What follows belongs to an exercise in optimizing a design on an open flow for small area, a short achievable clock period and few clock cycles per item; a production flow would make more cautious choices. Where RTL was checked, it was by simulation tests only, not by an equivalence proof against the original. Only the layout flow was run in runs 1 to 3; the RTL was not checked for function there.

<file path="design/flow/design.v">
`default_nettype none
package skf_pkg;
    localparam int SAMPLE_W = 16;
    localparam int EST_W    = 16;
    localparam int GAIN_W   = 31;
    localparam int CFG_IDX_W = 1;
    localparam int CFG_DAT_W = 32;
    localparam logic [CFG_IDX_W-1:0] REG_MEAS_NOISE = 1'd0;
    localparam logic [CFG_IDX_W-1:0] REG_PROC_NOISE = 1'd1;
    localparam logic [31:0] MEAS_NOISE_RST = 32'd214748365;
    localparam logic [31:0] PROC_NOISE_RST = 32'd536871;
    localparam logic [31:0] COV_RST        = 32'd1073741824;
    localparam logic [3:0] DIV_LAST = 4'd14;
endpackage
`default_nettype wire
`default_nettype none
import skf_pkg::*;
module scalar_kalman_filter
(
    input  wire                       i_clk,
    input  wire                       i_rst_n,
    input  wire                       i_cfg_valid,
    output logic                      o_cfg_ready,
    input  wire       [CFG_IDX_W-1:0] i_cfg_index,
    input  wire       [CFG_DAT_W-1:0] i_cfg_data,
    input  wire                       i_in_valid,
    output logic                      o_in_ready,
    input  wire signed [SAMPLE_W-1:0] i_in_sample,
    output logic                      o_out_valid,
    input  wire                       i_out_ready,
    output logic signed [EST_W-1:0]   o_out_estimate,
    output logic       [GAIN_W-1:0]   o_out_gain
);
    logic        r_idle;      
    logic        r_fin;       
    logic        r_fix;       
    logic        r_div;       
    logic        r_first;     
    logic        r_second;    
    logic        r_last;      
    logic [3:0]  r_cnt;
    logic        r_k30;       
    logic        r_fresh;     
    logic        r_zfull;     
    logic        r_in_ready;
    logic        r_out_valid;
    logic [31:0] r_meas_noise;
    logic [31:0] r_proc_noise;
    logic signed [SAMPLE_W-1:0] r_z;
    logic [31:0] r_pp;        
    logic [32:0] r_den;       
    logic [32:0] r_rem;       
    logic [1:0]  r_d;         
    logic [30:0] r_q;         
    logic [61:0] r_u;         
    logic [61:0] r_x;         
    logic [32:0] r_diff;      
    logic signed [EST_W-1:0] r_est;
    logic accept;
    logic start;
    logic stall;
    assign accept = i_in_valid && r_in_ready;
    assign start  = (r_idle || r_fin) && r_zfull;
    assign stall  = r_second && r_out_valid;
    assign o_in_ready     = r_in_ready;
    assign o_cfg_ready    = 1'b1;
    assign o_out_valid    = r_out_valid;
    assign o_out_estimate = r_est;
    assign o_out_gain     = r_q;
    logic [31:0] p_cur;
    logic [31:0] x_cur;
    assign p_cur = r_fresh ? COV_RST : r_u[61:30];
    assign x_cur = r_fresh ? 32'd0 : r_x[61:30];
    logic [32:0] pred_sum;
    logic [31:0] pp;
    logic        pp_sat;
    assign pred_sum = {1'b0, p_cur} + {1'b0, r_proc_noise};
    assign pp_sat   = pred_sum[32];
    assign pp       = pp_sat ? 32'hFFFF_FFFF : pred_sum[31:0];
    logic [31:0] den_a;
    logic [31:0] den_b;
    logic [32:0] den_s;
    logic [32:0] den_c;
    logic [32:0] den_sum;
    logic        r_zero;
    logic        pq_zero;
    logic        k30;
    assign den_a   = r_fix ? r_pp : p_cur;
    assign den_b   = r_fix ? 32'd0 : r_proc_noise;
    assign den_s   = {1'b0, den_a ^ den_b ^ r_meas_noise};
    assign den_c   = {(den_a & den_b) | (den_a & r_meas_noise) | (den_b & r_meas_noise), 1'b0};
    assign den_sum = den_s + den_c;
    assign r_zero  = (r_meas_noise == 32'd0);
    assign pq_zero = (p_cur == 32'd0) && (r_proc_noise == 32'd0);
    assign k30     = r_zero && !pq_zero;
    logic [35:0] rem4;
    logic [35:0] den1;
    logic [35:0] t1;
    logic [35:0] s1;
    logic [35:0] s3_a;
    logic [35:0] s3_s;
    logic [35:0] s3_c;
    logic [35:0] s3;
    logic        k1;
    logic        ok1;
    logic        ok3;
    logic [1:0]  digit;
    logic [32:0] rem_next;
    assign rem4 = {1'b0, r_rem, 2'b00};
    assign den1 = {3'b000, r_den};
    assign t1   = {2'b00, r_rem, 1'b0} - den1;
    assign s1   = rem4 - den1;
    assign s3_a = {1'b0, r_rem, 2'b10};
    assign s3_s = s3_a ^ ~{den1[34:0], 1'b0} ^ ~den1;
    assign s3_c = {(s3_a[34:0] & ~{den1[33:0], 1'b0}) | (s3_a[34:0] & ~den1[34:0])
                   | (~{den1[33:0], 1'b0} & ~den1[34:0]), 1'b0};
    assign s3   = s3_s + s3_c;
    assign k1   = !t1[35];
    assign ok1  = !s1[35];
    assign ok3  = !s3[35];
    assign digit = {k1, k1 ? ok3 : ok1};
    always_comb begin
        unique case (digit)
            2'd3:    rem_next = s3[32:0];
            2'd2:    rem_next = {t1[31:0], 1'b0};
            2'd1:    rem_next = s1[32:0];
            default: rem_next = rem4[32:0];
        endcase
    end
    logic        rnd;
    logic [61:0] u_a;
    logic [61:0] u_b;
    logic [61:0] u_m;
    logic [61:0] u_s;
    logic [61:0] u_c;
    logic [61:0] u_next;
    logic [61:0] x_a;
    logic [61:0] x_b;
    logic [61:0] x_m;
    logic [61:0] x_s;
    logic [61:0] x_c;
    logic [61:0] x_next;
    logic [61:0] pp_w;
    logic [61:0] diff_w;
    assign rnd    = r_second;
    assign pp_w   = {30'd0, r_pp};
    assign diff_w = {{29{r_diff[32]}}, r_diff};
    assign u_a    = {r_u[59:0], rnd, 1'b1};
    assign u_b    = ~(r_d[1] ? {pp_w[60:0], 1'b0} : 62'd0);
    assign u_m    = ~(r_d[0] ? pp_w : 62'd0);
    assign u_s    = u_a ^ u_b ^ u_m;
    assign u_c    = {(u_a[60:0] & u_b[60:0]) | (u_a[60:0] & u_m[60:0]) | (u_b[60:0] & u_m[60:0]), 1'b1};
    assign u_next = u_s + u_c;
    assign x_a    = {r_x[59:0], rnd, 1'b0};
    assign x_b    = r_d[1] ? {diff_w[60:0], 1'b0} : 62'd0;
    assign x_m    = r_d[0] ? diff_w : 62'd0;
    assign x_s    = x_a ^ x_b ^ x_m;
    assign x_c    = {(x_a[60:0] & x_b[60:0]) | (x_a[60:0] & x_m[60:0]) | (x_b[60:0] & x_m[60:0]), 1'b0};
    assign x_next = x_s + x_c;
    logic [31:0] x_new;
    logic [15:0] est_new;
    assign x_new   = r_x[61:30];
    assign est_new = (x_new[31:16] == 16'h7FFF) ? 16'h7FFF : x_new[31:16] + {15'd0, x_new[15]};
    logic step;
    logic acc;
    assign step = r_div && !stall;
    assign acc  = (step && !r_first) || r_last;
    logic zfull_next;
    assign zfull_next = accept || (r_zfull && !start);
    always_ff @(posedge i_clk) begin
        if (!i_rst_n) begin
            r_idle       <= 1'b1;
            r_fin        <= 1'b0;
            r_fix        <= 1'b0;
            r_div        <= 1'b0;
            r_first      <= 1'b0;
            r_second     <= 1'b0;
            r_last       <= 1'b0;
            r_fresh      <= 1'b1;
            r_zfull      <= 1'b0;
            r_in_ready   <= 1'b1;
            r_out_valid  <= 1'b0;
            r_meas_noise <= MEAS_NOISE_RST;
            r_proc_noise <= PROC_NOISE_RST;
        end else begin
            if (i_cfg_valid) begin
                if (i_cfg_index == REG_MEAS_NOISE) begin
                    r_meas_noise <= i_cfg_data;
                end else begin
                    r_proc_noise <= i_cfg_data;
                end
            end
            r_zfull    <= zfull_next;
            r_in_ready <= !zfull_next;
            if (r_fin) begin
                r_out_valid <= 1'b1;
            end else if (i_out_ready) begin
                r_out_valid <= 1'b0;
            end
            if (start) begin
                r_fresh <= 1'b0;
            end
            r_idle   <= (r_idle || r_fin) && !start;
            r_fix    <= start && pp_sat;
            r_first  <= (start && !pp_sat) || r_fix;
            r_second <= (step && r_first) || stall;
            r_last   <= step && (r_cnt == 4'd0);
            r_fin    <= r_last;
            if ((start && !pp_sat) || r_fix) begin
                r_div <= 1'b1;
            end else if (step && (r_cnt == 4'd0)) begin
                r_div <= 1'b0;
            end
        end
    end
    always_ff @(posedge i_clk) begin
        if (accept) begin
            r_z <= i_in_sample;
        end
        if (r_fin) begin
            r_est <= est_new;
        end
        if (start || r_fix) begin
            r_den <= {den_sum[32:1], den_sum[0] | (r_zero && pq_zero && !r_fix)};
            r_cnt <= DIV_LAST;
        end
        if (start) begin
            r_pp   <= pp;
            r_k30  <= k30;
            r_rem  <= k30 ? 33'd0 : {1'b0, pp};
            r_u    <= k30 ? 62'd0 : {30'd0, pp};
            r_x    <= k30 ? {{30{r_z[15]}}, r_z, 16'h0000} : {{30{x_cur[31]}}, x_cur};
            r_diff <= {r_z[15], r_z, 16'h0000};
        end
        if (step) begin
            r_cnt <= r_cnt - 4'd1;
            r_rem <= rem_next;
            r_d   <= digit;
            if (r_first) begin
                r_diff <= r_diff - r_x[32:0];
            end
        end
        if (acc) begin
            r_u <= u_next;
            r_x <= x_next;
            r_q <= {r_last ? r_k30 : r_q[28], r_q[27:0], r_d};
        end
    end
endmodule
`default_nettype wire
</file>
<file path="design/flow/run.sh">
#!/bin/bash
# synth_recipe.tcl (not shown) runs the flow's synth.tcl, then flattens the netlist and writes it again
# the make line also repeats each setting of config.mk as NAME=value (left out here)
make -C /OpenROAD-flow-scripts/flow DESIGN_CONFIG=/design/flow/config.mk WORK_HOME=/design/flow/orfs CLKGATE_MAP_FILE= SYNTH_SCRIPT=/design/flow/synth_recipe.tcl finish
</file>
<file path="design/flow/config.mk">
export PLATFORM = sky130hd
export DESIGN_NAME = scalar_kalman_filter
export DESIGN_NICKNAME = scalar_kalman_filter
export VERILOG_FILES = /design/flow/design.v
export SDC_FILE = /design/flow/constraint.sdc
export NUM_CORES = 4
export LEC_CHECK = 0
export CAP_MARGIN = 20
export CORE_MARGIN = 2
export CORE_UTILIZATION = 40
export SLEW_MARGIN = 20
</file>
<file path="design/flow/constraint.sdc">
create_clock -name core_clock -period 12.0 [get_ports {i_clk}]
set_input_delay 2.4000 -clock core_clock [delete_from_list [all_inputs] [get_ports {i_clk}]]
set_output_delay 2.4000 -clock core_clock [all_outputs]
set_load 0.01 [all_outputs]
</file>
==> reports/summary.json, run 1 <==
{
  "floorplan.initialDensity": {"value": 0.404},
  "number_of_nets_in_the_layout": {"value": 4565},
  "setup.worst_path.start_class": {"value": "flop"},
  "width_of_the_die": {"value": 303, "unit": "um"},
  "crit_path_frequent_cell": {"value": "a21oi_1"},
  "clk-insertion-delay-late": {"value": 0.67, "unit": "ns"},
  "cts_max_level": {"value": 2},
  "cts_root_buffer": {"value": "clkbuf_16"},
  "post_synth_inst_count": {"value": 4029},
  "cp_slowest_stage_delay": {"value": 0.78, "unit": "ns"},
  "initialDrtViolationCount": {"value": 2443},
  "wl": {"value": 108000, "unit": "um"},
  "core_region_area": {"value": 88500, "unit": "um2"},
  "fill_cell_total_of_the_finished_layout": {"value": 8652},
  "antenna_violating_nets_post_route": {"value": 0},
  "ctsResizeCount": {"value": 0},
  "die_area": {"value": 91900, "unit": "um2"},
  "cp.buffers_inverters": {"value": 2},
  "synth_area": {"value": 35800, "unit": "um2"},
  "io_count": {"value": 104},
  "num_vias": {"value": 30100},
  "finalClockSkew": {"value": 0.0855, "unit": "ns"},
  "postCtsHoldBufs": {"value": 0},
  "synth.yosys.warnings": {"value": 1},
  "first_global_vias": {"value": 29200},
  "yosys.area.top_type_share": {"value": 0.245},
  "worstHoldPathType": {"value": "flop to flop"},
  "grt_pass1_wl": {"value": 169000, "unit": "um"},
  "final-hold-violation-count": {"value": 0},
  "largest_area_contributor_in_the_synthesized_netlist": {"value": "edfxtp_1"},
  "critical_path_required": {"value": 12.33, "unit": "ns"},
  "synth.ff_latch_count": {"value": 400},
  "hpwlAfterDp": {"value": 82500, "unit": "um"},
  "final_design_area_no_fill": {"value": 39700, "unit": "um2"},
  "ys_seq_area_frac": {"value": 0.306},
  "drive_gt1_frac": {"value": 0.0419},
  "synth-edff-count": {"value": 292},
  "worst_path_dominant_cell_family": {"value": "compound AO/OA/AOI/OAI gates"},
  "clock_tree.buffer_depth": {"value": 3},
  "fmaxAchievable": {"value": 183, "unit": "MHz"},
  "postPlaceCellArea": {"value": 37900, "unit": "um2"},
  "worst_ep_arrival_time": {"value": 5.79, "unit": "ns"},
  "rsz0062_at_grt": {"value": "false"},
  "multiInputGateArea": {"value": 23300, "unit": "um2"},
  "critical_path_peak_fanout": {"value": 35},
  "final_core_utilization": {"value": 0.448},
  "viasPerCell": {"value": 5.71},
  "ys_dominant_reg_cell": {"value": "edfxtp_1"},
  "setup_total_negative_slack": {"value": 0, "unit": "ns"},
  "regArea": {"value": 10900, "unit": "um2"},
  "grtUsageTotal": {"value": 0.235},
  "grt_antenna_before_repair": {"value": 1},
  "detail_route.wl_per_cell": {"value": 20.5, "unit": "um"},
  "synth_commonest_cells": {"value": "nand2_1 (464), a21oi_1 (368), edfxtp_1 (292)"},
  "flow.area_growth_from_synthesis": {"value": 10.9, "unit": "%"},
  "period_share": {"value": 0.455},
  "count_of_unresolved_drc_violations_after_routing": {"value": 0},
  "relSlewSlack": {"value": 0.272},
  "globalplace.congestion": {"value": 0.947},
  "synth_async_sr_flop_share": {"value": 0},
  "mappedNetlistNets": {"value": 4534},
  "final_period_minus_worst_setup_slack": {"value": 5.46, "unit": "ns"},
  "synthesis.area_per_instance": {"value": 8.88, "unit": "um2"},
  "max_cap_violations": {"value": 0},
  "clock_sinks": {"value": 400},
  "post_synth_main_area_contributors": {"value": "edfxtp_1 (25%), ha_1 (10%), fa_1 (9.0%), dfxtp_1 (6.0%), a21oi_1 (5.1%)"},
  "synthMostInstantiatedCell": {"value": "nand2_1"},
  "cts_setup_buffers": {"value": 0},
  "cp_slowest_cell": {"value": "a2111oi_0"},
  "detailedPlace.worstSlack": {"value": 6.66, "unit": "ns"},
  "tightestPinTransition": {"value": 1.09, "unit": "ns"},
  "clkTransAtPathRegs": {"value": 0.06, "unit": "ns"},
  "numPortBuffers": {"value": 102},
  "setup.worst_path.class": {"value": "flop to flop"},
  "placement_rows": {"value": 109},
  "drt_pass1_iterations": {"value": 5},
  "status": {"value": "complete, no violations"},
  "cts_buffers": {"value": 52},
  "finalSetupViolations": {"value": 0},
  "grt_max_degree": {"value": 71},
  "critPathCaptureType": {"value": "flop"},
  "clock_tree_from_tritoncts": {"value": "done"},
  "die_height": {"value": 303, "unit": "um"},
  "whs": {"value": 0.443, "unit": "ns"},
  "synth.lib_cells_used.distinct": {"value": 89},
  "grt_overflow": {"value": 0},
  "slew_viol_final": {"value": 0},
  "timing.critical_path.cells": {"value": "buf_4 -> nand2b_1 -> nor2_1 -> a21oi_1 -> fa_1 -> inv_1 -> ha_1 -> a21o_1 -> a21oi_1 -> nand2b_1 -> a2111oi_0 -> nor3_1 -> o32ai_1 -> a21oi_1 -> o21ai_0 -> o31a_1 -> nor4b_1 -> a211o_1"},
  "postLayoutSetupSlackWorst": {"value": 6.54, "unit": "ns"}
}
## worst reg2reg max path, stage by stage (launching register included)
cell	delay [ns]
dfxtp_2	0.57
buf_4	0.45
nand2b_1	0.27
nor2_1	0.06
a21oi_1	0.20
fa_1	0.44
inv_1	0.06
ha_1	0.16
a21o_1	0.11
a21oi_1	0.08
nand2b_1	0.18
a2111oi_0	0.78
nor3_1	0.11
o32ai_1	0.54
a21oi_1	0.17
o21ai_0	0.39
o31a_1	0.24
nor4b_1	0.07
a211o_1	0.28
## cells in the final DEF, fill, tap and decap left out, types with 25 or more instances in the layout
master,Yosys,layout
nand2_1,464,463
a21oi_1,368,368
edfxtp_1,292,292
ha_1,291,291
inv_1,270,269
nor2_1,226,225
o21ai_0,227,225
fa_1,160,160
a21o_1,159,159
xnor2_1,141,141
xor2_1,117,117
dfxtp_1,108,106
clkdlybuf4s50_1,0,102
nand2b_1,91,91
nand3_1,84,84
and2_1,81,80
nor2b_1,62,61
nor3_1,55,55
clkbuf_16,0,54
a211oi_1,47,47
mux2i_1,43,43
o211ai_1,41,41
o21a_1,41,41
nand4_1,40,40
and3_1,39,39
o21bai_1,38,38
a31oi_1,33,33
or3_1,32,32
buf_4,1,30
o31ai_1,25,25
## cell type report
cell class                 count  share of cell area
antenna                        3            0.000189
clock buffer                  73              0.0376
clock inverter                24             0.00675
inverter                     275              0.0260
multi-input combinational   3199               0.586
sequential                   400               0.275
tap                         1165              0.0367
timing repair buffer         132              0.0314
## routing by layer
| layer | wire length [um] | share of wire | up-vias | global-route usage |
|---|---|---|---|---|
| met1 | 51800 | 0.48 | 14500 | 0.349 |
| met3 | 7050 | 0.065 | 128 | 0.0291 |
| met5 | 0 | 0 | - | 0 |
| met2 | 47300 | 0.44 | 922 | 0.363 |
| li1 | - | - | 14500 | - |
| met4 | 2070 | 0.019 | 0 | 0.0516 |
## worst paths after layout
check,from,end,slack [ns],cells after the start
max,r_fresh,r_den[30],6.54,18
min,r_q[17],r_q[19],0.44,0
max reg2reg,r_fresh,r_den[30],6.54,18
min reg2reg,r_q[17],r_q[19],0.44,0
## stage by stage
stage / std cells
floorplan: 4029
global placement: 5171
detailed placement: 5171
CTS: 5268
global route: 5268
finish: 5271
## state kept, by name (all words and copies together) (netlist names), 4 cells and up
| name | flops |
|---|---|
| r_cnt | 4 |
| r_den | 33 |
| r_diff | 33 |
| r_est | 16 |
| r_meas_noise | 32 |
| r_pp | 32 |
| r_proc_noise | 32 |
| r_q | 31 |
| r_rem | 33 |
| r_u | 62 |
| r_x | 62 |
| r_z | 16 |
## logic make-up after synthesis
logic type | synth area share
fa+ha+maj | 0.191
xor+xnor | 0.0632
flops | 0.306
buf+inv | 0.0458
simple gates | 0.172
other cells | 0.000105
mux | 0.0133
compound gates | 0.209
==> run 2: changes to the inputs <==
==> design/flow/flow/run.sh (new file) <==
#!/bin/bash
# Standard layout, with timing repair aiming for a setup slack of 7 ns at the design's clock
# period (the clock and constraints are unchanged).
set -euo pipefail
bash standard.sh SETUP_SLACK_MARGIN=7 finish > standard.log 2>&1
==> design/flow/standard.sh (new file) <==
#!/bin/bash
# synth_recipe.tcl (not shown) runs the flow's synth.tcl, then flattens the netlist and writes it again
# the make line also repeats each setting of config.mk as NAME=value (left out here)
make -C /OpenROAD-flow-scripts/flow DESIGN_CONFIG=/design/flow/config.mk WORK_HOME=/design/flow/orfs CLKGATE_MAP_FILE= SYNTH_SCRIPT=/design/flow/synth_recipe.tcl "${@:-finish}"
removed: design/flow/run.sh
==> run 2 against run 1 <==
  * Still clean on timing, DRC and antenna
  * Utilization is 0.15 points higher
  * Area after synthesis did not move
  * Cell count unchanged
==> reports/summary.json, run 2 <==
{
  "floorplan.initialDensity": {"value": 0.404},
  "final-hold-violation-count": {"value": 0},
  "die_area": {"value": 91900, "unit": "um2"},
  "r2r.worst_path.cells": {"value": 16},
  "final_period_minus_worst_setup_slack": {"value": 4.74, "unit": "ns"},
  "synth_area": {"value": 35800, "unit": "um2"},
  "clock_tree.buffer_depth": {"value": 3},
  "cts_max_level": {"value": 2},
  "drt_pass1_iterations": {"value": 5},
  "globalplace.congestion": {"value": 0.947},
  "initialDrtViolationCount": {"value": 2358},
  "final_design_area_no_fill": {"value": 39800, "unit": "um2"},
  "r2r-start": {"value": "r_den[1]"},
  "critPathCaptureType": {"value": "flop"},
  "finalClockSkew": {"value": 0.0833, "unit": "ns"},
  "grtUsageTotal": {"value": 0.235},
  "worst_ep_arrival_time": {"value": 5.20, "unit": "ns"},
  "core_region_area": {"value": 88500, "unit": "um2"},
  "fill_cell_total_of_the_finished_layout": {"value": 8646},
  "finalSetupViolations": {"value": 0},
  "critical_path_peak_fanout": {"value": 54},
  "ys_seq_area_frac": {"value": 0.306},
  "numPortBuffers": {"value": 102},
  "flow.area_growth_from_synthesis": {"value": 11.3, "unit": "%"},
  "clock_sinks": {"value": 400},
  "synth_async_sr_flop_share": {"value": 0},
  "placement_rows": {"value": 109},
  "cts_root_buffer": {"value": "clkbuf_16"},
  "clkTransAtPathRegs": {"value": 0.06, "unit": "ns"},
  "first_global_vias": {"value": 29200},
  "tightestPinTransition": {"value": 1.10, "unit": "ns"},
  "cts_buffers": {"value": 52},
  "critical_path_required": {"value": 12.46, "unit": "ns"},
  "timing.critical_path.cells": {"value": "inv_1 -> fa_1 -> inv_1 -> fa_1 -> nand2b_1 -> a21oi_1 -> o21ai_0 -> o21ai_2 -> a21bo_2 -> a21oi_1 -> o31a_2 -> buf_4 -> a21oi_1 -> a221oi_1 -> a311oi_1 -> a31o_2"},
  "grt_pass1_wl": {"value": 169000, "unit": "um"},
  "synthesis.area_per_instance": {"value": 8.88, "unit": "um2"},
  "period_share": {"value": 0.395},
  "drive_gt1_frac": {"value": 0.0456},
  "synthMostInstantiatedCell": {"value": "nand2_1"},
  "ys_dominant_reg_cell": {"value": "edfxtp_1"},
  "r2r_end": {"value": "r_rem[27]"},
  "clock_tree_from_tritoncts": {"value": "done"},
  "top_library_cells_by_usage_in_the_layout_fill_and_taps_aside": {"value": "nand2_1 (463), a21oi_1 (368), edfxtp_1 (292)"},
  "yosys.area.top_type_share": {"value": 0.245},
  "setup.worst_path.class": {"value": "flop to flop"},
  "postPlaceCellArea": {"value": 37900, "unit": "um2"},
  "post_synth_main_area_contributors": {"value": "edfxtp_1 (25%), ha_1 (10%), fa_1 (9.0%), dfxtp_1 (6.0%), a21oi_1 (5.1%)"},
  "wl": {"value": 109000, "unit": "um"},
  "worstHoldPathType": {"value": "flop to flop"},
  "max_cap_violations": {"value": 0},
  "r2r_slack": {"value": 7.26, "unit": "ns"},
  "post_synth_inst_count": {"value": 4029},
  "grt_antenna_before_repair": {"value": 1},
  "viasPerCell": {"value": 5.72},
  "die_height": {"value": 303, "unit": "um"},
  "layout_commonest_cell": {"value": "nand2_1"},
  "largest_area_contributor_in_the_synthesized_netlist": {"value": "edfxtp_1"},
  "synth.yosys.warnings": {"value": 1},
  "setup_total_negative_slack": {"value": 0, "unit": "ns"},
  "cp_slowest_stage_delay": {"value": 0.55, "unit": "ns"},
  "detail_route.wl_per_cell": {"value": 20.6, "unit": "um"},
  "timing.hold.worst_endpoint": {"value": "r_q[19]"},
  "fmaxAchievable": {"value": 211, "unit": "MHz"},
  "width_of_the_die": {"value": 303, "unit": "um"},
  "mappedNetlistNets": {"value": 4534},
  "antenna_violating_nets_post_route": {"value": 0},
  "setup.worst_path.start_class": {"value": "flop"},
  "synth.lib_cells_used.distinct": {"value": 89},
  "synth-edff-count": {"value": 292},
  "count_of_unresolved_drc_violations_after_routing": {"value": 0},
  "io_count": {"value": 104},
  "status": {"value": "complete, no violations"},
  "post_layout_nonfiller_instances": {"value": 5271},
  "grt_overflow": {"value": 0},
  "crit_path_frequent_cell": {"value": "a21oi_1"},
  "slew_viol_final": {"value": 0},
  "worstHoldStart": {"value": "r_q[17]"},
  "grt_max_degree": {"value": 71},
  "num_vias": {"value": 30200},
  "relSlewSlack": {"value": 0.264},
  "synth.ff_latch_count": {"value": 400},
  "worst_hold_path.num_cells": {"value": 0},
  "synth_commonest_cells": {"value": "nand2_1 (464), a21oi_1 (368), edfxtp_1 (292)"},
  "hpwlAfterDp": {"value": 82500, "unit": "um"},
  "clk-insertion-delay-late": {"value": 0.66, "unit": "ns"},
  "top_regs": {"value": "r_u x62, r_x x62"},
  "number_of_nets_in_the_layout": {"value": 4567},
  "rsz0062_at_grt": {"value": "false"},
  "place_inst": {"value": 5171},
  "cp_slowest_cell": {"value": "fa_1"}
}
run 2: cell count changes in the layout (fill, tap and decap cells not counted), sizes merged:
cell	delta
buf	+2
diode	-2
clkinvlp	+1
inv	-1
run 2: worst max path at each step:
stage | startpoint | end | cells after the start
floorplan | r_second | r_u[0] | 8
global placement | r_fresh | r_den[29] | 20
detailed placement | r_fresh | r_den[30] | 18
CTS | r_d[0] | r_x[54] | 16
global route | r_den[1] | r_rem[27] | 16
finish | r_den[1] | r_rem[27] | 16
run 2: metrics by stage:
step | util | setup WS (ns) | hold slack, ns
after floorplan | - | 7.14 | 0.441
after global placement | 0.428 | 6.77 | 0.428
after detailed placement | 0.428 | 6.66 | 0.434
after CTS | 0.449 | 7.05 | 0.446
after global routing | 0.450 | 7.00 | 0.461
final | 0.450 | 7.26 | 0.443
run 2: metal layers:
layer / vias to the layer above / global-route usage / wire, um
met5: - / 0 / 0
met4: 0 / 0.0509 / 2040
met3: 125 / 0.0288 / 6860
met2: 921 / 0.363 / 47600
met1: 14600 / 0.350 / 52100
li1: 14500 / - / -
run 2: area by class of cell:
class	instances	area, um2	share of cell area
Inverter	275	1040	0.0260
Clock buffer	73	1490	0.0375
Timing Repair Buffer	134	1310	0.0328
Tap cell	1165	1460	0.0366
Clock inverter	24	268	0.00672
Antenna cell	1	2.50	0.0000628
Sequential cell	400	10900	0.275
Multi-Input combinational cell	3199	23300	0.586
run 2: logic make-up after synthesis:
family                     synth area share
AOI/OAI and AO/OA                     0.209
xor gates and xnor gates             0.0632
adders and majority gates             0.191
buffers and inverters                0.0458
DFF                                   0.306
muxes                                0.0133
other                              0.000105
and+or+nand+nor                       0.172
run 2: worst max-delay path: cells and delay by family, from the launching register on:
family | cells | cell delay, ns
AOI/OAI and AO/OA | 10 | 2.47
adders and majority gates | 2 | 0.96
DFF | 1 | 0.48
and+or+nand+nor | 1 | 0.18
buffers and inverters | 3 | 0.52
run 2: timing repair:
item,in CTS,in global routing
hold buffers,0,0
buffers inserted,0,2
resized for setup,11,23
endpoints found under the setup margin,20,47
==> run 3: changes to the inputs <==
==> design/flow/flow/run.sh (replaced) <==
#!/bin/bash
# Standard layout, with timing repair aiming for a setup slack of 8 ns at the design's clock
# period (the clock and constraints are unchanged).
set -euo pipefail
bash standard.sh SETUP_SLACK_MARGIN=8 finish > standard.log 2>&1
==> run 3 against run 2 <==
  * Maximum frequency is 10% higher
  * Routed wire length is 8.7% higher
==> reports/summary.json, run 3 <==
{
  "numPortBuffers": {"value": 102},
  "relSlewSlack": {"value": 0.250},
  "postPlaceCellArea": {"value": 38000, "unit": "um2"},
  "count_of_unresolved_drc_violations_after_routing": {"value": 0},
  "first_global_vias": {"value": 29900},
  "mappedNetlistNets": {"value": 4534},
  "clock_tree_from_tritoncts": {"value": "done"},
  "core_region_area": {"value": 88500, "unit": "um2"},
  "clock_sinks": {"value": 400},
  "top_library_cells_by_usage_in_the_layout_fill_and_taps_aside": {"value": "nand2_1 (443), a21oi_1 (310), edfxtp_1 (292)"},
  "drive_gt1_frac": {"value": 0.168},
  "drt_pass1_iterations": {"value": 6},
  "groute.layer.met2.usage": {"value": 0.380},
  "yosys.area.top_type_share": {"value": 0.245},
  "cts_root_buffer": {"value": "clkbuf_16"},
  "rsz0062_at_grt": {"value": "true"},
  "clock_tree.buffer_depth": {"value": 3},
  "grt.met1_usage": {"value": 0.363},
  "wl": {"value": 118000, "unit": "um"},
  "layout_commonest_cell": {"value": "nand2_1"},
  "post_synth_main_area_contributors": {"value": "edfxtp_1 (25%), ha_1 (10%), fa_1 (9.0%), dfxtp_1 (6.0%), a21oi_1 (5.1%)"},
  "postCtsHoldBufs": {"value": 0},
  "number_of_nets_in_the_layout": {"value": 4751},
  "clk-insertion-delay-late": {"value": 0.65, "unit": "ns"},
  "antenna_cells": {"value": 0},
  "io_count": {"value": 104},
  "largest_area_contributor_in_the_synthesized_netlist": {"value": "edfxtp_1"},
  "finalClockSkew": {"value": 0.0554, "unit": "ns"},
  "synth-edff-count": {"value": 292},
  "cts_buffers": {"value": 52},
  "num_vias": {"value": 31600},
  "worst_ep_arrival_time": {"value": 4.65, "unit": "ns"},
  "grtUsageTotal": {"value": 0.246},
  "globalplace.congestion": {"value": 0.936},
  "hpwlAfterDp": {"value": 82300, "unit": "um"},
  "synthMostInstantiatedCell": {"value": "nand2_1"},
  "width_of_the_die": {"value": 303, "unit": "um"},
  "detailedPlace.worstSlack": {"value": 6.92, "unit": "ns"},
  "floorplan.initialDensity": {"value": 0.404},
  "viasPerCell": {"value": 5.80},
  "synth.ff_latch_count": {"value": 400},
  "setup_total_negative_slack": {"value": 0, "unit": "ns"},
  "ys_seq_area_frac": {"value": 0.306},
  "synth_area": {"value": 35800, "unit": "um2"},
  "finalSetupViolations": {"value": 0},
  "die_height": {"value": 303, "unit": "um"},
  "max_cap_violations": {"value": 0},
  "synthesis.area_per_instance": {"value": 8.88, "unit": "um2"},
  "critical_path_required": {"value": 12.36, "unit": "ns"},
  "clkTransAtPathRegs": {"value": 0.06, "unit": "ns"},
  "postLayoutSetupSlackWorst": {"value": 7.70, "unit": "ns"},
  "placement_rows": {"value": 109},
  "die_area": {"value": 91900, "unit": "um2"},
  "top_regs": {"value": "r_u x62, r_x x62"},
  "tightestPinTransition": {"value": 1.13, "unit": "ns"},
  "period_share": {"value": 0.358},
  "grt_use_met3": {"value": 0.0321},
  "synth.lib_cells_used.distinct": {"value": 89},
  "post_synth_inst_count": {"value": 4029},
  "grt_overflow": {"value": 0},
  "globalRoute.busiestLayer": {"value": "met2"},
  "detail_route.wl_per_cell": {"value": 21.6, "unit": "um"},
  "grt_max_degree": {"value": 125},
  "worstHoldPathType": {"value": "flop to flop"},
  "critical_path_peak_fanout": {"value": 3},
  "grt_pass1_wl": {"value": 177000, "unit": "um"},
  "slew_viol_final": {"value": 0},
  "status": {"value": "complete, no violations"},
  "final-hold-violation-count": {"value": 0},
  "synth_commonest_cells": {"value": "nand2_1 (464), a21oi_1 (368), edfxtp_1 (292)"},
  "grt_antenna_before_repair": {"value": 5},
  "synth_async_sr_flop_share": {"value": 0},
  "antenna_violating_nets_post_route": {"value": 0},
  "cts_max_level": {"value": 2},
  "ys_dominant_reg_cell": {"value": "edfxtp_1"},
  "fmaxAchievable": {"value": 233, "unit": "MHz"},
  "setup.worst_path.class": {"value": "flop to flop"},
  "initialDrtViolationCount": {"value": 2741},
  "critPathCaptureType": {"value": "flop"},
  "final_design_area_no_fill": {"value": 44200, "unit": "um2"},
  "flow.area_growth_from_synthesis": {"value": 23.5, "unit": "%"},
  "final_period_minus_worst_setup_slack": {"value": 4.30, "unit": "ns"},
  "setup.worst_path.start_class": {"value": "flop"},
  "synth.yosys.warnings": {"value": 1}
}
## run 3: cell counts after synthesis
No cell type changed its count.
## run 3: final cells by class
cell class / count / area (um2)
fillers: 8100 / 44300
multi-input cells: 3205 / 25700
flip-flops and latches: 400 / 10900
repair buffers: 310 / 3170
well taps: 1165 / 1460
clock buffers: 70 / 1420
inverters: 275 / 1040
clock inverters: 28 / 437
repair inverters: 2 / 15.0
## run 3: path summary, 6_finish.rpt
kind / startpoint / to / slack (ns) / depth (start not counted)
max: r_rem[1] / r_rem[30] / 7.70 / 13
min: r_q[23] / r_q[25] / 0.45 / 0
max reg2reg: r_rem[1] / r_rem[30] / 7.70 / 13
min reg2reg: r_q[23] / r_q[25] / 0.45 / 0
## run 3: cells by family (layout without fill, tap and decap cells)
kind of cell / Yosys count / after routing / share of synthesized area
AO/OA/AOI/OAI: 1171 / 1171 / 0.209
XOR/XNOR: 258 / 258 / 0.0632
adder cells (fa/ha/maj): 451 / 451 / 0.191
buffers and inverters: 430 / 685 / 0.0458
flip-flops: 400 / 400 / 0.306
multiplexers: 47 / 47 / 0.0133
other: 1 / 1 / 0.000105
AND/OR/NAND/NOR: 1271 / 1277 / 0.172
## run 3: routing by layer
layer | part of all wire | wire length, um
met5 | 0.00030 | 35
met4 | 0.026 | 3050
met3 | 0.069 | 8190
met2 | 0.44 | 52400
met1 | 0.46 | 54400
## run 3: through the flow
step | hold slack, ns | util | instances
floorplan | 0.441 | - | 4029
global placement | 0.429 | 0.429 | 5168
detailed placement | 0.437 | 0.429 | 5168
CTS | 0.451 | 0.474 | 5352
global route | 0.461 | 0.499 | 5455
finish | 0.448 | 0.499 | 5455
## run 3: worst max-delay path, cell delays in order, from the launching register on
cell,delay (ns)
edfxtp_1,0.50
fa_2,0.53
ha_4,0.29
o21ai_1,0.08
o21a_1,0.20
or3b_4,0.43
a2111o_1,0.51
a31oi_4,0.27
a221oi_4,0.11
nor2b_2,0.18
nor4b_2,0.07
a2111oi_2,0.39
o21ai_1,0.15
a221o_1,0.32
## run 3: what timing repair did
action,CTS,global route
pin swaps,78,165
setup buffers,74,93
cloned,12,10
resized for setup,258,304
endpoints found under the setup margin,217,169
==> run 4: changes to the inputs <==
--- a/design/flow/design.v
+++ b/design/flow/design.v
@@ -42,4 +42,2 @@
     logic        r_k30;       
-    logic        r_fresh;     
-    logic        r_zfull;     
     logic        r_in_ready;
@@ -48,3 +46,2 @@
     logic [31:0] r_proc_noise;
-    logic signed [SAMPLE_W-1:0] r_z;
     logic [31:0] r_pp;        
@@ -62,3 +59,3 @@
     assign accept = i_in_valid && r_in_ready;
-    assign start  = (r_idle || r_fin) && r_zfull;
+    assign start  = accept;
     assign stall  = r_second && r_out_valid;
@@ -71,4 +68,4 @@
     logic [31:0] x_cur;
-    assign p_cur = r_fresh ? COV_RST : r_u[61:30];
-    assign x_cur = r_fresh ? 32'd0 : r_x[61:30];
+    assign p_cur = r_u[61:30];
+    assign x_cur = r_x[61:30];
     logic [32:0] pred_sum;
@@ -87,4 +84,4 @@
     logic        k30;
-    assign den_a   = r_fix ? r_pp : p_cur;
-    assign den_b   = r_fix ? 32'd0 : r_proc_noise;
+    assign den_a   = p_cur | {32{r_fix}};
+    assign den_b   = r_proc_noise & {32{!r_fix}};
     assign den_s   = {1'b0, den_a ^ den_b ^ r_meas_noise};
@@ -167,4 +164,2 @@
     assign acc  = (step && !r_first) || r_last;
-    logic zfull_next;
-    assign zfull_next = accept || (r_zfull && !start);
     always_ff @(posedge i_clk) begin
@@ -178,4 +173,2 @@
             r_last       <= 1'b0;
-            r_fresh      <= 1'b1;
-            r_zfull      <= 1'b0;
             r_in_ready   <= 1'b1;
@@ -192,4 +185,3 @@
             end
-            r_zfull    <= zfull_next;
-            r_in_ready <= !zfull_next;
+            r_in_ready <= ((r_idle || r_fin) && !start) || r_last;
             if (r_fin) begin
@@ -198,5 +190,2 @@
                 r_out_valid <= 1'b0;
-            end
-            if (start) begin
-                r_fresh <= 1'b0;
             end
@@ -216,5 +205,15 @@
     always_ff @(posedge i_clk) begin
-        if (accept) begin
-            r_z <= i_in_sample;
-        end
+        if (!i_rst_n) begin
+            r_u[61:30] <= COV_RST;
+            r_x[61:30] <= 32'd0;
+        end else if (start) begin
+            r_u[61:30] <= {30'd0, k30 ? 2'b00 : pp[31:30]};
+            r_x[61:30] <= k30 ? {{30{i_in_sample[15]}}, i_in_sample[15:14]}
+                              : {{30{x_cur[31]}}, x_cur[31:30]};
+        end else if (acc) begin
+            r_u[61:30] <= u_next[61:30];
+            r_x[61:30] <= x_next[61:30];
+        end
+    end
+    always_ff @(posedge i_clk) begin
         if (r_fin) begin
@@ -230,5 +229,5 @@
             r_rem  <= k30 ? 33'd0 : {1'b0, pp};
-            r_u    <= k30 ? 62'd0 : {30'd0, pp};
-            r_x    <= k30 ? {{30{r_z[15]}}, r_z, 16'h0000} : {{30{x_cur[31]}}, x_cur};
-            r_diff <= {r_z[15], r_z, 16'h0000};
+            r_u[29:0] <= k30 ? 30'd0 : pp[29:0];
+            r_x[29:0] <= k30 ? {i_in_sample[13:0], 16'h0000} : x_cur[29:0];
+            r_diff    <= {i_in_sample[15], i_in_sample, 16'h0000};
         end
@@ -243,4 +242,4 @@
         if (acc) begin
-            r_u <= u_next;
-            r_x <= x_next;
+            r_u[29:0] <= u_next[29:0];
+            r_x[29:0] <= x_next[29:0];
             r_q <= {r_last ? r_k30 : r_q[28], r_q[27:0], r_d};
==> design/flow/flow/run.sh (replaced) <==
#!/bin/bash
# Standard layout (the standard.sh, unchanged synthesis), with timing repair aiming for
# 8 ns of setup slack at the design's clock period. The clock and constraints are unchanged.
set -euo pipefail
bash standard.sh SETUP_SLACK_MARGIN=8 finish > standard.log 2>&1
--- a/design/flow/config.mk
+++ b/design/flow/config.mk
@@ -9,3 +9,3 @@
 export CORE_MARGIN = 2
-export CORE_UTILIZATION = 40
+export CORE_UTILIZATION = 60
 export SLEW_MARGIN = 20
==> run 4 against run 3 <==
  * Register-to-register slack better by 0.18 ns
  * Sequential share of layout area is 1.5 points lower
  * Count of clock-buffer cells in the layout fell by 9
  * Setup slack improved by 0.18 ns
  * Hold slack lost 0.0025 ns
  * Global-route usage increased by 12 points
  * Cell area down 4.7%
  * Critical path depth up 2
  * Synthesized cell count grew 3.0%
  * Still clean
==> reports/summary.json, run 4 <==
{
  "final_period_minus_worst_setup_slack": {"value": 4.12, "unit": "ns"},
  "numPortBuffers": {"value": 102},
  "largest_area_contributor_in_the_synthesized_netlist": {"value": "edfxtp_1"},
  "synth-edff-count": {"value": 212},
  "whs": {"value": 0.446, "unit": "ns"},
  "width_of_the_die": {"value": 247, "unit": "um"},
  "first_global_vias": {"value": 29800},
  "viasPerCell": {"value": 6.39},
  "r2r_end": {"value": "r_rem[0]"},
  "synth_area": {"value": 35400, "unit": "um2"},
  "floorplan.initialDensity": {"value": 0.604},
  "cts_root_buffer": {"value": "clkbuf_16"},
  "setup.worst_path.class": {"value": "flop to flop"},
  "critPathCaptureType": {"value": "flop"},
  "r2r.worst_path.cells": {"value": 15},
  "r2r_slack": {"value": 7.88, "unit": "ns"},
  "postCtsHoldBufs": {"value": 0},
  "rsz0062_at_grt": {"value": "true"},
  "grt_pass1_wl": {"value": 172000, "unit": "um"},
  "fill_cell_total_of_the_finished_layout": {"value": 4605},
  "critical_path_required": {"value": 12.33, "unit": "ns"},
  "synthesis.area_per_instance": {"value": 8.54, "unit": "um2"},
  "place_inst": {"value": 4866},
  "top_library_cells_by_usage_in_the_layout_fill_and_taps_aside": {"value": "nand2_1 (450), a21oi_1 (288), inv_1 (260)"},
  "tightestPinTransition": {"value": 1.30, "unit": "ns"},
  "synth.lib_cells_used.distinct": {"value": 99},
  "post_layout_nonfiller_instances": {"value": 5116},
  "final-hold-violation-count": {"value": 0},
  "number_of_nets_in_the_layout": {"value": 4814},
  "slew_viol_final": {"value": 0},
  "ys_seq_area_frac": {"value": 0.276},
  "synthMostInstantiatedCell": {"value": "nand2_1"},
  "max_cap_violations": {"value": 0},
  "synth.yosys.warnings": {"value": 1},
  "status": {"value": "complete, no violations"},
  "worstHoldPathType": {"value": "flop to flop"},
  "synth_commonest_cells": {"value": "nand2_1 (468), a21oi_1 (331), ha_1 (291)"},
  "timing.hold.worst_endpoint": {"value": "r_q[15]"},
  "cts_max_level": {"value": 2},
  "grt_overflow": {"value": 0},
  "drt_pass1_iterations": {"value": 6},
  "worst_ep_arrival_time": {"value": 4.45, "unit": "ns"},
  "clkTransAtPathRegs": {"value": 0.06, "unit": "ns"},
  "mappedNetlistNets": {"value": 4653},
  "hpwlAfterDp": {"value": 81500, "unit": "um"},
  "yosys.area.top_type_share": {"value": 0.180},
  "final_core_utilization": {"value": 0.718},
  "fmaxAchievable": {"value": 243, "unit": "MHz"},
  "clock_tree.buffer_depth": {"value": 3},
  "flow.area_growth_from_synthesis": {"value": 18.8, "unit": "%"},
  "count_of_unresolved_drc_violations_after_routing": {"value": 0},
  "die_area": {"value": 61000, "unit": "um2"},
  "worst_hold_path.num_cells": {"value": 0},
  "clock_sinks": {"value": 382},
  "critical_path_peak_fanout": {"value": 6},
  "setup.worst_path.start_class": {"value": "flop"},
  "wl": {"value": 116000, "unit": "um"},
  "grt_antenna_before_repair": {"value": 3},
  "r2r-start": {"value": "r_den[5]"},
  "num_vias": {"value": 32700},
  "layout_commonest_cell": {"value": "nand2_1"},
  "ys_dominant_reg_cell": {"value": "edfxtp_1"},
  "post_synth_inst_count": {"value": 4148},
  "postLayoutSetupSlackWorst": {"value": 7.88, "unit": "ns"},
  "setup_total_negative_slack": {"value": 0, "unit": "ns"},
  "relSlewSlack": {"value": 0.123},
  "die_height": {"value": 247, "unit": "um"},
  "worstHoldStart": {"value": "r_q[13]"},
  "clock_tree_from_tritoncts": {"value": "done"},
  "detail_route.wl_per_cell": {"value": 22.6, "unit": "um"},
  "top_regs": {"value": "r_u x62, r_x x62"},
  "synth_async_sr_flop_share": {"value": 0},
  "finalClockSkew": {"value": 0.0344, "unit": "ns"},
  "finalSetupViolations": {"value": 0},
  "post_synth_main_area_contributors": {"value": "edfxtp_1 (18%), ha_1 (10%), dfxtp_1 (9.6%), fa_1 (9.0%), nand2_1 (5.0%)"},
  "globalplace.congestion": {"value": 0.961},
  "core_region_area": {"value": 58700, "unit": "um2"},
  "grtUsageTotal": {"value": 0.363},
  "cts_buffers": {"value": 46},
  "detailedPlace.worstSlack": {"value": 6.50, "unit": "ns"},
  "io_count": {"value": 104},
  "period_share": {"value": 0.343},
  "initialDrtViolationCount": {"value": 3450},
  "clk-insertion-delay-late": {"value": 0.61, "unit": "ns"},
  "antenna_cells": {"value": 0},
  "synth.ff_latch_count": {"value": 382},
  "antenna_violating_nets_post_route": {"value": 0},
  "grt_max_degree": {"value": 91},
  "placement_rows": {"value": 89},
  "drive_gt1_frac": {"value": 0.149}
}
-- run 4: cell types whose count changed in the layout (fill, tap and decap cells not counted), moves of 13 or more --
| cell | change |
|---|---|
| a21boi_0 | +39 |
| a21oi_1 | -22 |
| a21oi_2 | -13 |
| a31oi_1 | +16 |
| dfxtp_1 | +61 |
| edfxtp_1 | -80 |
| nand2b_1 | -16 |
| nand3_1 | +21 |
| nor2_1 | +47 |
| nor3b_1 | -13 |
| o21ai_0 | +42 |
| o21ai_1 | -13 |
-- run 4: final cells by class --
cell class | count | area [um2] | area share
Sequential cell | 382 | 9780 | 0.232
Multi-Input combinational cell | 3298 | 25900 | 0.616
Timing Repair inverter | 2 | 15.0 | 0.000356
Timing Repair Buffer | 288 | 2820 | 0.0670
Clock buffer | 61 | 1270 | 0.0301
Clock inverter | 21 | 206 | 0.00490
Inverter | 291 | 1110 | 0.0264
Tap cell | 773 | 967 | 0.0230
-- run 4: how the worst max path moves through the flow --
stage	slack (ns)	depth (start not counted)	to	from
after detailed placement	6.50	15	r_x[49]	r_d[0]
after floorplan	7.93	14	r_x[59]	r_d[1]
after CTS	7.79	17	r_x[58]	r_d[1]
after global routing	7.77	16	r_rem[27]	r_den[2]
final	7.88	15	r_rem[0]	r_den[5]
after global placement	6.61	15	r_x[45]	r_d[0]
-- run 4: worst max-delay path: stages, from the launching register on --
cell	delay, ns
edfxtp_1	0.41
inv_2	0.13
fa_1	0.46
ha_4	0.28
a21o_1	0.21
nor3_2	0.21
a211oi_2	0.10
buf_4	0.16
o211ai_1	0.44
a211oi_2	0.16
o31ai_2	0.30
nor2b_4	0.25
buf_8	0.17
nand2_1	0.07
a21boi_2	0.21
a32o_1	0.29
-- run 4: routing by layer --
metal | vias up | wire length, um | GRT usage | share of wire
met5 | - | 32 | 0 | 0.00028
met4 | 4 | 3800 | 0.112 | 0.033
met3 | 247 | 13300 | 0.0856 | 0.11
met2 | 1673 | 48400 | 0.525 | 0.42
met1 | 15600 | 50300 | 0.534 | 0.43
li1 | 15200 | - | - | -
-- run 4: repair_timing --
| action | 4_1_cts | 5_1_grt |
|---|---|---|
| pin swaps | 47 | 145 |
| endpoints found under the setup margin | 180 | 136 |
| buffers inserted | 79 | 76 |
| gates resized for setup | 166 | 309 |
| cloned | 7 | 6 |
-- run 4: stage by stage --
step / cell area (um2)
2_1_floorplan: 35500
3_3_place_gp: 37000
3_5_place_dp: 37000
4_1_cts: 39900
5_1_grt: 42100
6_report: 42100
-- run 4: logic make-up (layout without fill, tap and decap cells) --
| group | count (synthesis) | in the layout | share of synthesized area |
|---|---|---|---|
| AND/OR/NAND/NOR | 1290 | 1293 | 0.173 |
| XOR/XNOR | 264 | 264 | 0.0652 |
| buffers and inverters | 471 | 663 | 0.0513 |
| flip-flops | 382 | 382 | 0.276 |
| adder cells (fa/ha/maj) | 451 | 451 | 0.193 |
| multiplexers | 36 | 36 | 0.0108 |
| AO/OA/AOI/OAI | 1253 | 1253 | 0.231 |
| other | 1 | 1 | 0.000106 |
Testbench counts of run 4, summed over its fixed seeds: cycles 34,880, items 2,048.
==> run 5: changes to the inputs <==
==> design/flow/flow/run.sh (replaced) <==
#!/bin/bash
# Standard layout (the standard.sh, unchanged synthesis), with timing repair aiming for
# 7.5 ns of setup slack at the design's clock period, and plain buffers on the ports.
# The clock and constraints are unchanged.
set -euo pipefail
bash standard.sh SETUP_SLACK_MARGIN=7.5 'BUFFER_PORTS_ARGS=-buffer_cell sky130_fd_sc_hd__buf_2' finish > standard.log 2>&1
--- a/design/flow/config.mk
+++ b/design/flow/config.mk
@@ -9,3 +9,3 @@
 export CORE_MARGIN = 2
-export CORE_UTILIZATION = 60
+export CORE_UTILIZATION = 40
 export SLEW_MARGIN = 20
==> run 5 against run 4 <==
  * Still clean on timing, DRC and antenna
  * Routed wire length decreased by 2.7%
  * Sequential share of layout area increased by 1.7 points
  * Clock skew increased by 0.030 ns
  * Synthesized cell count unchanged
  * Global-route usage decreased by 12 points
  * Register-to-register slack got worse by 0.32 ns
  * First-iteration DRC count decreased by 18%
  * Cell area decreased by 6.7%
  * Die area increased by 49%
  * Count of clock-buffer cells in the layout increased by 5
  * Non-clock buffer count decreased by 137
  * Critical endpoint is now r_x[59]
==> reports/summary.json, run 5 <==
{
  "status": {"value": "complete, no violations"},
  "tightestPinTransition": {"value": 1.09, "unit": "ns"},
  "detailroute.wirelength.met2": {"value": 47400, "unit": "um"},
  "width_of_the_die": {"value": 302, "unit": "um"},
  "worst_ep_arrival_time": {"value": 4.96, "unit": "ns"},
  "worstHoldStart": {"value": "r_q[7]"},
  "finalSetupViolations": {"value": 0},
  "slew_viol_final": {"value": 0},
  "postCtsHoldBufs": {"value": 0},
  "viasPerCell": {"value": 5.82},
  "synth.yosys.warnings": {"value": 1},
  "die_area": {"value": 91000, "unit": "um2"},
  "grt_overflow": {"value": 0},
  "setup.worst_path.class": {"value": "flop to flop"},
  "top_library_cells_by_usage_in_the_layout_fill_and_taps_aside": {"value": "nand2_1 (464), a21oi_1 (323), ha_1 (289)"},
  "setup_total_negative_slack": {"value": 0, "unit": "ns"},
  "clkTransAtPathRegs": {"value": 0.06, "unit": "ns"},
  "cts_max_level": {"value": 2},
  "number_of_nets_in_the_layout": {"value": 4677},
  "startpoint": {"value": "r_d[0]"},
  "worst_hold_path.num_cells": {"value": 0},
  "rsz0062_at_grt": {"value": "true"},
  "final_period_minus_worst_setup_slack": {"value": 4.44, "unit": "ns"},
  "synth_commonest_cells": {"value": "nand2_1 (468), a21oi_1 (331), ha_1 (291)"},
  "synth_area": {"value": 35400, "unit": "um2"},
  "postLayoutSetupSlackWorst": {"value": 7.56, "unit": "ns"},
  "core_region_area": {"value": 88100, "unit": "um2"},
  "grt_pass1_wl": {"value": 172000, "unit": "um"},
  "detailedPlace.worstSlack": {"value": 6.77, "unit": "ns"},
  "flow.area_growth_from_synthesis": {"value": 10.9, "unit": "%"},
  "post_synth_main_area_contributors": {"value": "edfxtp_1 (18%), ha_1 (10%), dfxtp_1 (9.6%), fa_1 (9.0%), nand2_1 (5.0%)"},
  "die_height": {"value": 302, "unit": "um"},
  "grt_max_degree": {"value": 91},
  "cts_root_buffer": {"value": "clkbuf_16"},
  "wl": {"value": 113000, "unit": "um"},
  "grtUsageTotal": {"value": 0.239},
  "worstHoldPathType": {"value": "flop to flop"},
  "grt_antenna_before_repair": {"value": 3},
  "globalplace.congestion": {"value": 0.955},
  "placement_rows": {"value": 109},
  "synth.lib_cells_used.distinct": {"value": 99},
  "synthMostInstantiatedCell": {"value": "nand2_1"},
  "met3WireLength": {"value": 8030, "unit": "um"},
  "floorplan.initialDensity": {"value": 0.402},
  "critical_path_required": {"value": 12.52, "unit": "ns"},
  "initialDrtViolationCount": {"value": 2817},
  "antenna_violating_nets_post_route": {"value": 0},
  "synth-edff-count": {"value": 212},
  "post_synth_inst_count": {"value": 4148},
  "clock_tree.buffer_depth": {"value": 3},
  "r2r.worst_path.cells": {"value": 16},
  "fmaxAchievable": {"value": 225, "unit": "MHz"},
  "top_regs": {"value": "r_u x62, r_x x62"},
  "drive_gt1_frac": {"value": 0.0841},
  "finalClockSkew": {"value": 0.0643, "unit": "ns"},
  "ys_seq_area_frac": {"value": 0.276},
  "routedLengthMet1": {"value": 54200, "unit": "um"},
  "synth.ff_latch_count": {"value": 382},
  "numPortBuffers": {"value": 102},
  "clock_sinks": {"value": 382},
  "num_vias": {"value": 31300},
  "max_cap_violations": {"value": 0},
  "timing.hold.worst_endpoint": {"value": "r_q[9]"},
  "first_global_vias": {"value": 29100},
  "clock_tree_from_tritoncts": {"value": "done"},
  "clk-insertion-delay-late": {"value": 0.65, "unit": "ns"},
  "synthesis.area_per_instance": {"value": 8.54, "unit": "um2"},
  "routed.top_layer": {"value": "met5"},
  "critPathCaptureType": {"value": "flop"},
  "count_of_unresolved_drc_violations_after_routing": {"value": 0},
  "relSlewSlack": {"value": 0.275},
  "fill_cell_total_of_the_finished_layout": {"value": 8799},
  "period_share": {"value": 0.370},
  "r2r-start": {"value": "r_d[0]"},
  "final-hold-violation-count": {"value": 0},
  "largest_area_contributor_in_the_synthesized_netlist": {"value": "edfxtp_1"},
  "cts_buffers": {"value": 49},
  "hpwlAfterDp": {"value": 83600, "unit": "um"},
  "mappedNetlistNets": {"value": 4653},
  "critical_path_peak_fanout": {"value": 28},
  "yosys.area.top_type_share": {"value": 0.180},
  "drt_pass1_iterations": {"value": 6},
  "r2r_end": {"value": "r_x[59]"},
  "synth_async_sr_flop_share": {"value": 0},
  "r2r_slack": {"value": 7.56, "unit": "ns"},
  "io_count": {"value": 104},
  "setup.worst_path.start_class": {"value": "flop"},
  "layout_commonest_cell": {"value": "nand2_1"},
  "detail_route.wl_per_cell": {"value": 21.0, "unit": "um"},
  "ys_dominant_reg_cell": {"value": "edfxtp_1"}
}
-- run 5: cell counts after synthesis --
No cell type changed its count.
-- run 5: final cells by class --
| cell class | count | area (um2) | area share |
|---|---|---|---|
| antenna | 1 | 2.50 | 0.0000637 |
| clock buffer | 66 | 1360 | 0.0347 |
| clock inverter | 24 | 335 | 0.00854 |
| inverter | 291 | 1100 | 0.0279 |
| multi-input combinational | 3297 | 24200 | 0.616 |
| sequential | 382 | 9770 | 0.249 |
| tap | 1165 | 1460 | 0.0371 |
| timing repair buffer | 151 | 1050 | 0.0268 |
-- run 5: worst max path at each step --
stage	slack [ns]	endpoint	cells past startpoint
floorplan	7.55	r_rem[0]	5
CTS	7.35	r_x[59]	16
global placement	6.84	r_x[59]	16
detailed placement	6.77	r_x[59]	16
finish	7.56	r_x[59]	16
global route	7.42	r_x[59]	16
-- run 5: timing repair --
| action | in CTS | in global routing |
|---|---|---|
| gates cloned | 2 | 4 |
| pin swaps | 1 | 12 |
| resized for setup | 26 | 47 |
| buffers inserted | 1 | 20 |
| endpoints found under the setup margin | 72 | 77 |
-- run 5: kinds of logic after synthesis --
group	share of synthesized area
mux	0.0108
other cells	0.000106
xor+xnor	0.0652
compound gates	0.231
flops	0.276
fa+ha+maj	0.193
buf+inv	0.0513
simple gates	0.173
-- run 5: stage by stage --
step	area [um2]	util	std cells	hold slack, ns
floorplan	35400	-	4148	0.441
global placement	36900	0.419	5259	0.421
detailed placement	36900	0.419	5259	0.430
CTS	38800	0.440	5352	0.445
global route	39300	0.446	5376	0.457
finish	39300	0.446	5377	0.445
-- run 5: per-layer routing --
metal  vias up  track usage
met4         4       0.0632
met5         -            0
li1      14900            -
met3       170       0.0279
met2      1170        0.354
met1     15000        0.366
-- run 5: worst max-delay path, stage by stage, from the launching register on --
cell       delay, ns
edfxtp_1        0.51
buf_12          0.21
nand2_1         0.14
inv_1           0.09
buf_12          0.18
fa_1            0.52
ha_2            0.33
and4_1          0.19
and2_1          0.21
a311o_1         0.38
a211oi_2        0.29
a2bb2oi_2       0.23
nand3_1         0.16
a31oi_4         0.26
o21ai_2         0.14
nor4b_1         0.16
o221a_2         0.27
==> run 6: changes to the inputs <==
==> design/flow/flow/run.sh (replaced) <==
#!/bin/bash
# Standard layout (the standard.sh, unchanged synthesis), with timing repair aiming for
# 8 ns of setup slack at the design's clock period, and plain buffers on the ports.
# The clock and constraints are unchanged.
set -euo pipefail
bash standard.sh SETUP_SLACK_MARGIN=8 'BUFFER_PORTS_ARGS=-buffer_cell sky130_fd_sc_hd__buf_2' finish > standard.log 2>&1
==> run 6 against run 5 <==
  * Setup slack improved by 0.28 ns
  * Hold slack worse by 0.0033 ns
  * Highest routed layer unchanged
  * Cell count increased by 2.9%
  * Still clean on timing, DRC and antenna
==> reports/summary.json, run 6 <==
{
  "status": {"value": "complete, no violations"},
  "top_library_cells_by_usage_in_the_layout_fill_and_taps_aside": {"value": "nand2_1 (451), a21oi_1 (290), inv_1 (260)"},
  "synth_async_sr_flop_share": {"value": 0},
  "critPathCaptureType": {"value": "flop"},
  "slew_viol_final": {"value": 0},
  "io_count": {"value": 104},
  "viasPerCell": {"value": 5.82},
  "largest_area_contributor_in_the_synthesized_netlist": {"value": "edfxtp_1"},
  "antenna_violating_nets_post_route": {"value": 0},
  "post_synth_main_area_contributors": {"value": "edfxtp_1 (18%), ha_1 (10%), dfxtp_1 (9.6%), fa_1 (9.0%), nand2_1 (5.0%)"},
  "placement_rows": {"value": 109},
  "numPortBuffers": {"value": 102},
  "post_layout_nonfiller_instances": {"value": 5534},
  "post_synth_xor_area_fraction": {"value": 0.0652},
  "final_period_minus_worst_setup_slack": {"value": 4.15, "unit": "ns"},
  "r2r_slack": {"value": 7.85, "unit": "ns"},
  "first_global_vias": {"value": 29700},
  "yosys.area.top_type_share": {"value": 0.180},
  "critical_path_peak_fanout": {"value": 6},
  "drt_pass1_iterations": {"value": 5},
  "crit_path_frequent_cell": {"value": "buf_12"},
  "tightestPinTransition": {"value": 1.16, "unit": "ns"},
  "whs": {"value": 0.442, "unit": "ns"},
  "grt_antenna_before_repair": {"value": 2},
  "layout_commonest_cell": {"value": "nand2_1"},
  "clock_sinks": {"value": 382},
  "relSlewSlack": {"value": 0.217},
  "flow.area_growth_from_synthesis": {"value": 19.7, "unit": "%"},
  "place_inst": {"value": 5257},
  "globalplace.congestion": {"value": 0.953},
  "worst_ep_arrival_time": {"value": 4.58, "unit": "ns"},
  "r2r.worst_path.cells": {"value": 15},
  "worst_hold_path.num_cells": {"value": 0},
  "floorplan.initialDensity": {"value": 0.402},
  "ys_seq_area_frac": {"value": 0.276},
  "ys_dominant_reg_cell": {"value": "edfxtp_1"},
  "detail_route.wl_per_cell": {"value": 21.4, "unit": "um"},
  "cts_max_level": {"value": 2},
  "synth_area": {"value": 35400, "unit": "um2"},
  "clkTransAtPathRegs": {"value": 0.06, "unit": "ns"},
  "grt_max_degree": {"value": 91},
  "worstHoldPathType": {"value": "flop to flop"},
  "width_of_the_die": {"value": 302, "unit": "um"},
  "die_height": {"value": 302, "unit": "um"},
  "count_of_unresolved_drc_violations_after_routing": {"value": 0},
  "synth_compound_gate_area_share": {"value": 0.231},
  "main_combinational_cell_family_by_area_after_synthesis": {"value": "compound AO/OA/AOI/OAI gates"},
  "initialDrtViolationCount": {"value": 2868},
  "core_region_area": {"value": 88100, "unit": "um2"},
  "critical_path_required": {"value": 12.43, "unit": "ns"},
  "synthMostInstantiatedCell": {"value": "nand2_1"},
  "synth_adder_area_share": {"value": 0.193},
  "drive_gt1_frac": {"value": 0.177},
  "postCtsHoldBufs": {"value": 0},
  "cts_root_buffer": {"value": "clkbuf_16"},
  "final-hold-violation-count": {"value": 0},
  "max_cap_violations": {"value": 0},
  "num_vias": {"value": 32200},
  "yosys-mux-area-fraction": {"value": 0.0108},
  "clock_tree_from_tritoncts": {"value": "done"},
  "grtUsageTotal": {"value": 0.249},
  "antenna_cells": {"value": 0},
  "grt_overflow": {"value": 0},
  "setup.worst_path.start_class": {"value": "flop"},
  "cp_slowest_cell": {"value": "fa_1"},
  "hpwlAfterDp": {"value": 83300, "unit": "um"},
  "clk-insertion-delay-late": {"value": 0.64, "unit": "ns"},
  "cp_slowest_stage_delay": {"value": 0.46, "unit": "ns"},
  "post_synth_inst_count": {"value": 4148},
  "period_share": {"value": 0.346},
  "synth.ff_latch_count": {"value": 382},
  "synth.yosys.warnings": {"value": 1},
  "cts_buffers": {"value": 46},
  "die_area": {"value": 91000, "unit": "um2"},
  "synth_commonest_cells": {"value": "nand2_1 (468), a21oi_1 (331), ha_1 (291)"},
  "timing.critical_path.cells": {"value": "inv_4 -> fa_1 -> ha_4 -> a21o_1 -> or3_4 -> o211ai_1 -> a211oi_2 -> o31ai_2 -> nor2b_4 -> buf_12 -> buf_12 -> clkbuf_16 -> mux2i_4 -> a22oi_1 -> o21ai_0"},
  "mappedNetlistNets": {"value": 4653},
  "number_of_nets_in_the_layout": {"value": 4839},
  "finalSetupViolations": {"value": 0},
  "clock_tree.buffer_depth": {"value": 3},
  "synth-edff-count": {"value": 212},
  "wl": {"value": 119000, "unit": "um"},
  "synth_simple_gate_area_frac": {"value": 0.173},
  "synthesis.area_per_instance": {"value": 8.54, "unit": "um2"},
  "fill_cell_total_of_the_finished_layout": {"value": 8549},
  "grt_pass1_wl": {"value": 177000, "unit": "um"},
  "finalClockSkew": {"value": 0.0554, "unit": "ns"},
  "detailedPlace.worstSlack": {"value": 6.79, "unit": "ns"},
  "top_regs": {"value": "r_u x62, r_x x62"},
  "multiInputGateArea": {"value": 25900, "unit": "um2"},
  "setup.worst_path.class": {"value": "flop to flop"},
  "synth.lib_cells_used.distinct": {"value": 99},
  "setup_total_negative_slack": {"value": 0, "unit": "ns"},
  "fmaxAchievable": {"value": 241, "unit": "MHz"},
  "postLayoutSetupSlackWorst": {"value": 7.85, "unit": "ns"},
  "rsz0062_at_grt": {"value": "true"},
  "regArea": {"value": 9780, "unit": "um2"}
}
## run 6: cell counts after synthesis
Identical to the previous run, type by type.
## run 6: final cells by class
type | count | share of cell area
timing repair buffer | 315 | 0.0620
clock buffer | 67 | 0.0307
sequential | 382 | 0.231
timing repair inverter | 2 | 0.000354
clock inverter | 16 | 0.00363
inverter | 291 | 0.0264
tap | 1165 | 0.0344
multi-input combinational | 3296 | 0.612
## run 6: layer usage
layer | global-route usage | vias to the layer above | share of wire | wire length, um
met5 | 0 | - | 0.00024 | 28
met2 | 0.368 | 1235 | 0.42 | 50100
met1 | 0.377 | 15600 | 0.47 | 55200
met4 | 0.0756 | 4 | 0.033 | 3870
li1 | - | 15200 | - | -
met3 | 0.0285 | 194 | 0.079 | 9350
## run 6: worst paths after layout
| kind | start | to |
|---|---|---|
| worst max-delay path | r_den[13] | r_rem[13] |
| worst min register to register | r_q[23] | r_q[25] |
| worst min-delay path | r_q[23] | r_q[25] |
| worst max register to register | r_den[13] | r_rem[13] |
## run 6: critical path, delay by kind of cell, from the launching register on
kind | cells | cell delay (ns)
DFF | 1 | 0.43
AOI/OAI and AO/OA | 6 | 1.30
adders and majority gates | 2 | 0.74
and+or+nand+nor | 2 | 0.66
muxes | 1 | 0.28
buffers and inverters | 4 | 0.52
## run 6: cell families after synthesis
| family | Yosys count |
|---|---|
| AO/OA/AOI/OAI | 1253 |
| XOR/XNOR | 264 |
| adder cells (fa/ha/maj) | 451 |
| buffers and inverters | 471 |
| flip-flops | 382 |
| multiplexers | 36 |
| other | 1 |
| AND/OR/NAND/NOR | 1290 |
## run 6: metrics by stage
| stage | cell area, um2 | util |
|---|---|---|
| 6_report | 42400 | 0.481 |
| 5_1_grt | 42400 | 0.481 |
| 3_3_place_gp | 36900 | 0.419 |
| 2_1_floorplan | 35500 | - |
| 4_1_cts | 40000 | 0.454 |
| 3_5_place_dp | 36900 | 0.419 |
## run 6: timing repair
action | in CTS | in global routing
pin swaps | 61 | 164
buffers inserted | 69 | 108
hold endpoints to repair | 0 | 0
cloned | 7 | 10
gates resized for setup | 180 | 297
endpoints found under the setup margin | 149 | 115

-- afterwards: timing with drivers on the ports --
How much do the figures lean on ideal ports? The routed layouts below were timed once more, with nothing changed but the port constraints.
Step 1 (the two cells are an assumption about what drives the block):
set clk [get_ports {i_clk}]
set_driving_cell -lib_cell sky130_fd_sc_hd__clkbuf_16 $clk
set_driving_cell -lib_cell sky130_fd_sc_hd__buf_2 [delete_from_list [all_inputs] $clk]
Step 2 times the ports against the registers' clock, not the clock port: input delays grow and output delays shrink by t, the midpoint of the rising clock arrivals with the driver on.
Three values: ideal, step 1, step 2; two values: the first two.
run | shift t [ns] | setup WS [ns] | hold WS [ns] | slew at the worst register clock pin (ns) | pins driven straight from the clock port
run 1 | 0.684 | 6.538 / 6.538 / 6.538 | 0.443 / 0.443 / 0.443 | 0.07 / 0.07 | 1
run 2 | 0.683 | 7.255 / 7.255 / 7.255 | 0.443 / 0.443 / 0.443 | 0.07 / 0.07 | 1
run 3 | 0.686 | 7.704 / 7.704 / 7.578 | 0.448 / 0.448 / 0.448 | 0.07 / 0.07 | 1
run 4 | 0.661 | 7.883 / 7.883 / 7.327 | 0.446 / 0.446 / 0.446 | 0.06 / 0.06 | 1
run 5 | 0.681 | 7.564 / 7.564 / 7.128 | 0.445 / 0.445 / 0.445 | 0.07 / 0.07 | 1
run 6 | 0.671 | 7.846 / 7.846 / 7.449 | 0.442 / 0.442 / 0.442 | 0.07 / 0.07 | 1
After both steps setup and hold are still met in every run listed. The setup slack of run 4, which loses most, moves by 0.000 ns with the drivers and by -0.556 ns with both steps.
